Background: an optimization exercise with open tools, aiming at small area, a short achievable clock period and few clock cycles per item. Do not read the settings as production practice. Where RTL was checked, it was by simulation tests only, not by an equivalence proof against the original.

== the reference run ==
## multDivUnit
module multDivUnit (
  input  logic        clk,
  input  logic        reset,
  input  logic [2:0]  reqOp,
  input  logic [31:0] reqLOp,
  input  logic [31:0] reqROp,
  input  logic        reqValid,
  output logic        reqCredit,
  output logic [31:0] respResult,
  output logic        respDivByZero,
  output logic        respDivOverflow,
  output logic        respValid,
  input  logic        respCredit
);
  localparam logic [2:0] sGrant = 3'd0;   
  localparam logic [2:0] sWait  = 3'd1;   
  localparam logic [2:0] sPrep  = 3'd2;   
  localparam logic [2:0] sMul   = 3'd3;   
  localparam logic [2:0] sDiv   = 3'd4;   
  localparam logic [2:0] sCorr  = 3'd5;   
  localparam logic [2:0] sHold  = 3'd6;   
  logic [2:0]  state;
  logic [1:0]  respCnt;
  logic [33:0] A;
  logic [34:0] H;
  logic [31:0] Lo;
  logic [4:0]  count;
  logic [5:0]  lzR;
  logic        isRem;
  logic        negR;
  logic        divAdd;
  logic        corr;
  logic        selLo;
  logic        dbz;
  logic        ovf;
  logic        yOne;
  logic        yTwo;
  logic        yInv;
  logic        yCin;
  function automatic logic [5:0] clz32(input logic [31:0] v);
    logic [5:0] n;
    n = 6'd32;
    for (int i = 0; i < 32; i++) begin
      if (v[i]) n = 31 - i;
    end
    clz32 = n;
  endfunction
  function automatic logic [2:0] booth(input logic b1, input logic b0, input logic bm);
    booth = {b0 ^ bm, (b1 & ~b0 & ~bm) | (~b1 & b0 & bm), b1};
  ...
Size: ~1700 cells after synthesis, ~110 I/O pins, roughly 13000 µm² of cells after synthesis.
export LEC_CHECK = 0
export CAP_MARGIN = 20
export CORE_MARGIN = 2
export CORE_UTILIZATION = 40
export SLEW_MARGIN = 20
create_clock -name core_clock -period 6.0 [get_ports {clk}]
run.sh (not shown) runs the stock make flow with config.mk's settings and CLKGATE_MAP_FILE= SYNTH_SCRIPT=/design/flow/synth_recipe.tcl, a recipe that flattens the netlist after the stock synthesis.
Modified inputs, the trial run compared to the reference run
-- flow/design.v --
<<< the reference run, line 93
  assign aExt = {A[33], A};
  assign yVal = ({35{yOne}} & aExt) | ({35{yTwo}} & {aExt[33:0], 1'b0});
  prefixAdd #(.N(35)) i_add (
    .a   (H),
    .b   (yVal ^ {35{yInv}}),
    .cin (yCin),
    .s   (sum)
  );
  logic [6:0] shAmt;
  logic       skipDiv;
>>> the trial run, line 93
  assign aExt = {A[33], A};
  assign yVal = ({35{yOne}} & aExt) | ({35{yTwo}} & {aExt[33:0], 1'b0});
  assign sum  = H + (yVal ^ {35{yInv}}) + {34'd0, yCin};
  logic [6:0] shAmt;
  logic       skipDiv;
<<< the reference run, line 238
  assign respDivOverflow = ovf;
endmodule
module prefixAdd #(
  parameter int N = 35
) (
  input  logic [N-1:0] a,
  input  logic [N-1:0] b,
  input  logic         cin,
  output logic [N-1:0] s
);
  localparam int L = $clog2(N + 1);
  logic [N:0] g [0:L];
  logic [N:0] p [0:L];
  assign g[0] = {a & b, cin};
  assign p[0] = {a ^ b, 1'b0};
  for (genvar l = 1; l <= L; l++) begin : g_level
    for (genvar i = 0; i <= N; i++) begin : g_bit
      if (i >= (1 << (l - 1))) begin : g_merge
        assign g[l][i] = g[l-1][i] | (p[l-1][i] & g[l-1][i - (1 << (l - 1))]);
        assign p[l][i] = p[l-1][i] & p[l-1][i - (1 << (l - 1))];
      end else begin : g_pass
        assign g[l][i] = g[l-1][i];
        assign p[l][i] = p[l-1][i];
      end
    end
  end
  assign s = p[0][N:1] ^ g[L][N-1:0];
endmodule
`default_nettype wire
>>> the trial run, line 233
  assign respDivOverflow = ovf;
endmodule
`default_nettype wire
### Flow results
The trial run was carried through to the last stage, and its layout satisfied the timing, design-rule and antenna checks.
The trial run: fraction of area in registers is 0.35 points higher than what the reference run reported.
The reference run → the trial run: maximum cell stage delay along the critical path -50 ps, final wirelength -about 3.5%, post-layout minimum cycle time +67 ps.
Compared with the reference run, final cell area excluding filler cells in the trial run decreased slightly.
Comparing synthesized cell count for the trial run and the reference run, the smaller number came from the trial run.
Re final non-filler cell total: the trial run and the reference run aren't equal, and the higher value belongs to the reference run.
No functional check of the RTL was part of any run of this note.

## alpha
The RTL this note starts from:
==> flow/design.v <==
`timescale 1ns/1ns
`default_nettype none
package mdPkg;
  localparam int XLen = 32;
  localparam logic [2:0] opMul    = 3'b000;
  localparam logic [2:0] opMulh   = 3'b001;
  localparam logic [2:0] opMulhsu = 3'b010;
  localparam logic [2:0] opMulhu  = 3'b011;
  localparam logic [2:0] opDiv    = 3'b100;
  localparam logic [2:0] opDivu   = 3'b101;
  localparam logic [2:0] opRem    = 3'b110;
  localparam logic [2:0] opRemu   = 3'b111;
endpackage
`default_nettype wire
`timescale 1ns/1ns
`default_nettype none
import mdPkg::*;
module multDivUnit (
  input  logic        clk,
  input  logic        reset,
  input  logic [2:0]  reqOp,
  input  logic [31:0] reqLOp,
  input  logic [31:0] reqROp,
  input  logic        reqValid,
  output logic        reqCredit,
  output logic [31:0] respResult,
  output logic        respDivByZero,
  output logic        respDivOverflow,
  output logic        respValid,
  input  logic        respCredit
);
  localparam logic [2:0] sGrant = 3'd0;   
  localparam logic [2:0] sWait  = 3'd1;   
  localparam logic [2:0] sPrep  = 3'd2;   
  localparam logic [2:0] sMul   = 3'd3;   
  localparam logic [2:0] sDiv   = 3'd4;   
  localparam logic [2:0] sCorr  = 3'd5;   
  localparam logic [2:0] sHold  = 3'd6;   
  logic [2:0]  state;
  logic [1:0]  respCnt;
  logic [33:0] A;
  logic [34:0] H;
  logic [31:0] Lo;
  logic [4:0]  count;
  logic [5:0]  lzR;
  logic        isRem;
  logic        negR;
  logic        divAdd;
  logic        corr;
  logic        selLo;
  logic        dbz;
  logic        ovf;
  logic        yOne;
  logic        yTwo;
  logic        yInv;
  logic        yCin;
  function automatic logic [5:0] clz32(input logic [31:0] v);
    logic [5:0] n;
    n = 6'd32;
    for (int i = 0; i < 32; i++) begin
      if (v[i]) n = 31 - i;
    end
    clz32 = n;
  endfunction
  function automatic logic [2:0] booth(input logic b1, input logic b0, input logic bm);
    booth = {b0 ^ bm, (b1 & ~b0 & ~bm) | (~b1 & b0 & bm), b1};
  endfunction
  logic        inDiv;
  logic        inSgnDiv;
  logic        inNegL;
  logic        inNegR;
  logic        inSgnR;
  logic        inLZero;
  logic [5:0]  inLzL;
  logic [5:0]  inLzR;
  logic [2:0]  inBooth;
  assign inDiv    = reqOp[2];
  assign inSgnDiv = reqOp[2] & ~reqOp[0];
  assign inNegL   = inSgnDiv & reqLOp[31];
  assign inNegR   = inSgnDiv & reqROp[31];
  assign inSgnR   = inDiv ? inSgnDiv : ~reqOp[1];
  assign inLZero  = (reqLOp == 32'd0);
  assign inLzL    = clz32(reqLOp ^ {32{inNegL}});
  assign inLzR    = clz32(reqROp ^ {32{inSgnR & reqROp[31]}});
  assign inBooth  = booth(reqROp[1], reqROp[0], 1'b0);
  logic [2:0]  nextBooth;
  assign nextBooth = booth(Lo[3], Lo[2], Lo[1]);
  logic [1:0] respCntNext;
  logic       avail;
  assign respCntNext = respCnt + {1'b0, respCredit} - {1'b0, respValid};
  assign avail       = (respCntNext != 2'd0);
  logic [34:0] aExt;
  logic [34:0] yVal;
  logic [34:0] sum;
  assign aExt = {A[33], A};
  assign yVal = ({35{yOne}} & aExt) | ({35{yTwo}} & {aExt[33:0], 1'b0});
  prefixAdd #(.N(35)) i_add (
    .a   (H),
    .b   (yVal ^ {35{yInv}}),
    .cin (yCin),
    .s   (sum)
  );
  logic [6:0] shAmt;
  logic       skipDiv;
  logic       qBit;
  logic       fixNeed;
  assign shAmt   = {2'b0, count} - {1'b0, lzR} + {6'd0, negR};
  assign skipDiv = dbz | shAmt[6];
  assign qBit    = ~(sum[34] ^ negR);
  assign fixNeed = isRem ? negR : (divAdd & ~dbz);
  logic skip4;
  logic lastStep;
  assign skip4    = (state == sMul) && (count >= 5'd3) && (lzR > {count, 1'b0} + 6'd2);
  assign lastStep = skip4 ? (count == 5'd3) : (count == 5'd0);
  always_ff @(posedge clk) begin
    if (reset) begin
      state     <= sGrant;
      respCnt   <= 2'd0;
      reqCredit <= 1'b0;
      respValid <= 1'b0;
    end else begin
      respCnt   <= respCntNext;
      reqCredit <= 1'b0;
      respValid <= 1'b0;
      case (state)
        sGrant: begin
          reqCredit <= 1'b1;
          state     <= sWait;
        end
        sWait: begin
          if (reqValid) state <= inDiv ? sPrep : sMul;
        end
        sPrep: begin
          if (!skipDiv) begin
            state <= sDiv;
          end else if (avail) begin
            respValid <= 1'b1;
            state     <= sGrant;
          end else begin
            state <= sHold;
          end
        end
        sMul: begin
          if (lastStep) begin
            if (corr) begin
              state <= sCorr;
            end else if (avail) begin
              respValid <= 1'b1;
              state     <= sGrant;
            end else begin
              state <= sHold;
            end
          end
        end
        sDiv: begin
          if (lastStep) begin
            if (fixNeed) begin
              state <= sCorr;
            end else if (avail) begin
              respValid <= 1'b1;
              state     <= sGrant;
            end else begin
              state <= sHold;
            end
          end
        end
        default: begin   
          if (avail) begin
            respValid <= 1'b1;
            state     <= sGrant;
          end else begin
            state <= sHold;
          end
        end
      endcase
    end
  end
  always_ff @(posedge clk) begin
    case (state)
      sWait: begin
        if (reqValid) begin
          A      <= {{2{reqLOp[31] & (inNegL | reqOp == opMulh | reqOp == opMulhsu)}}, reqLOp};
          H      <= {{3{inNegR}}, reqROp} & {35{inDiv}};
          Lo     <= reqROp;
          count  <= inDiv ? ((inLzL == 6'd32) ? 5'd31 : inLzL[4:0]) : 5'd15;
          lzR    <= inLzR;
          isRem  <= reqOp[1];
          negR   <= inNegR;
          divAdd <= inNegL ^ inNegR;
          corr   <= ~reqOp[2] & reqOp[1] & reqROp[31];
          selLo  <= (reqOp == opMul) | (reqOp[2:1] == 2'b10);
          dbz    <= inDiv & inLZero;
          ovf    <= inSgnDiv & (reqLOp == 32'hffff_ffff) & (reqROp == 32'h8000_0000);
          {yOne, yTwo, yInv} <= inDiv ? 3'b001 : inBooth;
          yCin   <= ~inDiv & inBooth[0];
        end
      end
      sPrep: begin
        Lo    <= {32{dbz}};
        A     <= A << shAmt[4:0];
        count <= shAmt[4:0];
        if (negR && !skipDiv) H <= sum;
        {yOne, yTwo, yInv, yCin} <= {1'b1, 1'b0, ~divAdd, ~divAdd};
      end
      sMul: begin
        if (skip4) begin
          H     <= {{8{H[34]}}, H[34:8]};
          Lo    <= {H[7:0], Lo[31:8]};
          count <= count - 5'd4;
        end else begin
          H     <= {{2{sum[34]}}, sum[34:2]};
          Lo    <= {sum[1:0], Lo[31:2]};
          count <= count - 5'd1;
        end
        if (lastStep) begin
          {yOne, yTwo, yInv, yCin} <= 4'b1000;
        end else if (skip4) begin
          {yOne, yTwo, yInv, yCin} <= 4'b0000;
        end else begin
          {yOne, yTwo, yInv} <= nextBooth;
          yCin               <= Lo[3];
        end
      end
      sDiv: begin
        Lo    <= {Lo[30:0], qBit};
        count <= count - 5'd1;
        if (lastStep) begin
          A <= {2'b0, Lo[30:0], qBit};
          if (fixNeed && !isRem) begin
            H     <= '0;
            selLo <= 1'b0;
          end else if (qBit) begin
            H <= sum;
          end
          {yOne, yTwo, yInv, yCin} <= {~isRem, 1'b0, ~isRem, 1'b1};
        end else begin
          A <= {A[33], A[33:1]};
          if (qBit) H <= sum;
        end
      end
      sCorr: begin
        H <= sum;
      end
      default: begin
      end
    endcase
  end
  assign respResult      = selLo ? Lo : H[31:0];
  assign respDivByZero   = dbz;
  assign respDivOverflow = ovf;
endmodule
module prefixAdd #(
  parameter int N = 35
) (
  input  logic [N-1:0] a,
  input  logic [N-1:0] b,
  input  logic         cin,
  output logic [N-1:0] s
);
  localparam int L = $clog2(N + 1);
  logic [N:0] g [0:L];
  logic [N:0] p [0:L];
  assign g[0] = {a & b, cin};
  assign p[0] = {a ^ b, 1'b0};
  for (genvar l = 1; l <= L; l++) begin : g_level
    for (genvar i = 0; i <= N; i++) begin : g_bit
      if (i >= (1 << (l - 1))) begin : g_merge
        assign g[l][i] = g[l-1][i] | (p[l-1][i] & g[l-1][i - (1 << (l - 1))]);
        assign p[l][i] = p[l-1][i] & p[l-1][i - (1 << (l - 1))];
      end else begin : g_pass
        assign g[l][i] = g[l-1][i];
        assign p[l][i] = p[l-1][i];
      end
    end
  end
  assign s = p[0][N:1] ^ g[L][N-1:0];
endmodule
`default_nettype wire
Settings: LEC_CHECK=0, CAP_MARGIN=20, CORE_MARGIN=2, CORE_UTILIZATION=40, SETUP_SLACK_MARGIN=2, SLEW_MARGIN=20; clock period 6.0 ns.
Input changes introduced in gamma (baseline for comparison: alpha):
diff --git a/flow/design.v b/flow/design.v
--- a/flow/design.v
+++ b/flow/design.v
@@ -35,8 +35,9 @@
   localparam logic [2:0] sMul   = 3'd3;   
   localparam logic [2:0] sDiv   = 3'd4;   
   localparam logic [2:0] sCorr  = 3'd5;   
   localparam logic [2:0] sHold  = 3'd6;   
+  localparam logic [2:0] sRfix  = 3'd7;   
   logic [2:0]  state;
   logic [1:0]  respCnt;
   logic [33:0] A;
   logic [34:0] H;
@@ -103,11 +104,15 @@
   logic [6:0] shAmt;
   logic       skipDiv;
   logic       qBit;
   logic       fixNeed;
+  logic       subNext;
+  logic       divNegL;
+  assign divNegL = divAdd ^ negR;
   assign shAmt   = {2'b0, count} - {1'b0, lzR} + {6'd0, negR};
   assign skipDiv = dbz | shAmt[6];
   assign qBit    = ~(sum[34] ^ negR);
+  assign subNext = ~sum[34] ^ divNegL;
   assign fixNeed = isRem ? negR : (divAdd & ~dbz);
   logic skip4;
   logic lastStep;
   assign skip4    = (state == sMul) && (count >= 5'd3) && (lzR > {count, 1'b0} + 6'd2);
@@ -153,16 +158,28 @@
           end
         end
         sDiv: begin
           if (lastStep) begin
-            if (fixNeed) begin
+            if (isRem && !qBit) begin
+              state <= sRfix;
+            end else if (fixNeed) begin
               state <= sCorr;
             end else if (avail) begin
               respValid <= 1'b1;
               state     <= sGrant;
             end else begin
               state <= sHold;
             end
+          end
+        end
+        sRfix: begin
+          if (negR) begin
+            state <= sCorr;
+          end else if (avail) begin
+            respValid <= 1'b1;
+            state     <= sGrant;
+          end else begin
+            state <= sHold;
           end
         end
         default: begin   
           if (avail) begin
@@ -224,20 +241,30 @@
       sDiv: begin
         Lo    <= {Lo[30:0], qBit};
         count <= count - 5'd1;
         if (lastStep) begin
-          A <= {2'b0, Lo[30:0], qBit};
-          if (fixNeed && !isRem) begin
-            H     <= '0;
-            selLo <= 1'b0;
-          end else if (qBit) begin
+          if (!isRem) begin
+            A <= {2'b0, Lo[30:0], qBit};
+            H <= '0;
+            if (fixNeed) selLo <= 1'b0;
+            {yOne, yTwo, yInv, yCin} <= 4'b1011;
+          end else begin
             H <= sum;
-          end
-          {yOne, yTwo, yInv, yCin} <= {~isRem, 1'b0, ~isRem, 1'b1};
+            if (qBit) begin
+              {yOne, yTwo, yInv, yCin} <= 4'b0001;
+            end else begin
+              {yOne, yTwo, yInv, yCin} <= {1'b1, 1'b0, subNext, subNext};
+            end
+          end
         end else begin
           A <= {A[33], A[33:1]};
-          if (qBit) H <= sum;
-        end
+          H <= sum;
+          {yOne, yTwo, yInv, yCin} <= {1'b1, 1'b0, subNext, subNext};
+        end
+      end
+      sRfix: begin
+        H <= sum;
+        {yOne, yTwo, yInv, yCin} <= 4'b0001;
       end
       sCorr: begin
         H <= sum;
       end
--- outcome ---
gamma was carried through to the last stage, and its layout satisfied the timing, design-rule and antenna checks. As far as clock-pin slew reported for the worst setup and hold paths after clock tree synthesis is concerned, alpha and gamma perform about the same. Relative to alpha, the count of clock-buffer cells in the layout of gamma is lower by 1. met4 as the uppermost layer routed was reported by gamma, and met5 by alpha. Summary of gamma over alpha: count of buffers not belonging to the clock network in the layout now smaller, sequential cell count comparable, adder-cell share of the synthesized area now larger, total met3 wirelength after detailed routing now smaller. Die extent in y | gamma below alpha. Post-synthesis compound-gate area fraction for gamma: 0.92 points down relative to alpha. On final worst slack, the higher figure sits with gamma, not alpha. Critical path depth, alpha and gamma: higher on alpha. Going from alpha to gamma, share of cell area taken by muxes after synthesis shrank by 0.55 points, synthesized area shrank by 3.5%. Capture point of the worst path: H[33]$_DFFE_PP_ -> alpha, H[21]$_DFFE_PP_ -> gamma.
Testbench counts of gamma, summed over its fixed seeds: cycles 43,250, ops 3,200.
For alpha, only the layout was checked, not whether the RTL still works.

what the ideal ports hide:
The flow's constraints put no driver on any port. The routed layouts listed below were extracted and timed again, unchanged, in two steps. Step 1 assumes that a clkbuf_16 drives the clock port and a buf_2 every other input. Step 2 adds t to the input delays and takes it off the output delays; t is the mean of the earliest and latest rising clock arrival at the registers after step 1. Input paths then give back, and output paths get back, about the clock's delay inside the block. Three values: ideal, step 1, step 2; two values: the first two.
run | t (ns) | setup slack, ns | hold slack, ns
the reference run | 0.495 | 0.778 / 0.778 / 0.778 | 0.614 / 0.614 / 0.614
the trial run | 0.491 | 0.711 / 0.711 / 0.711 | 0.616 / 0.616 / 0.616
alpha | 0.485 | 1.831 / 1.831 / 1.650 | 0.666 / 0.666 / 0.666
gamma | 0.495 | 1.950 / 1.950 / 1.703 | 0.666 / 0.666 / 0.666
After both steps every run listed still meets setup and hold. The setup slack of gamma, which loses most, moves by 0.000 ns with the drivers and by -0.247 ns with both steps.
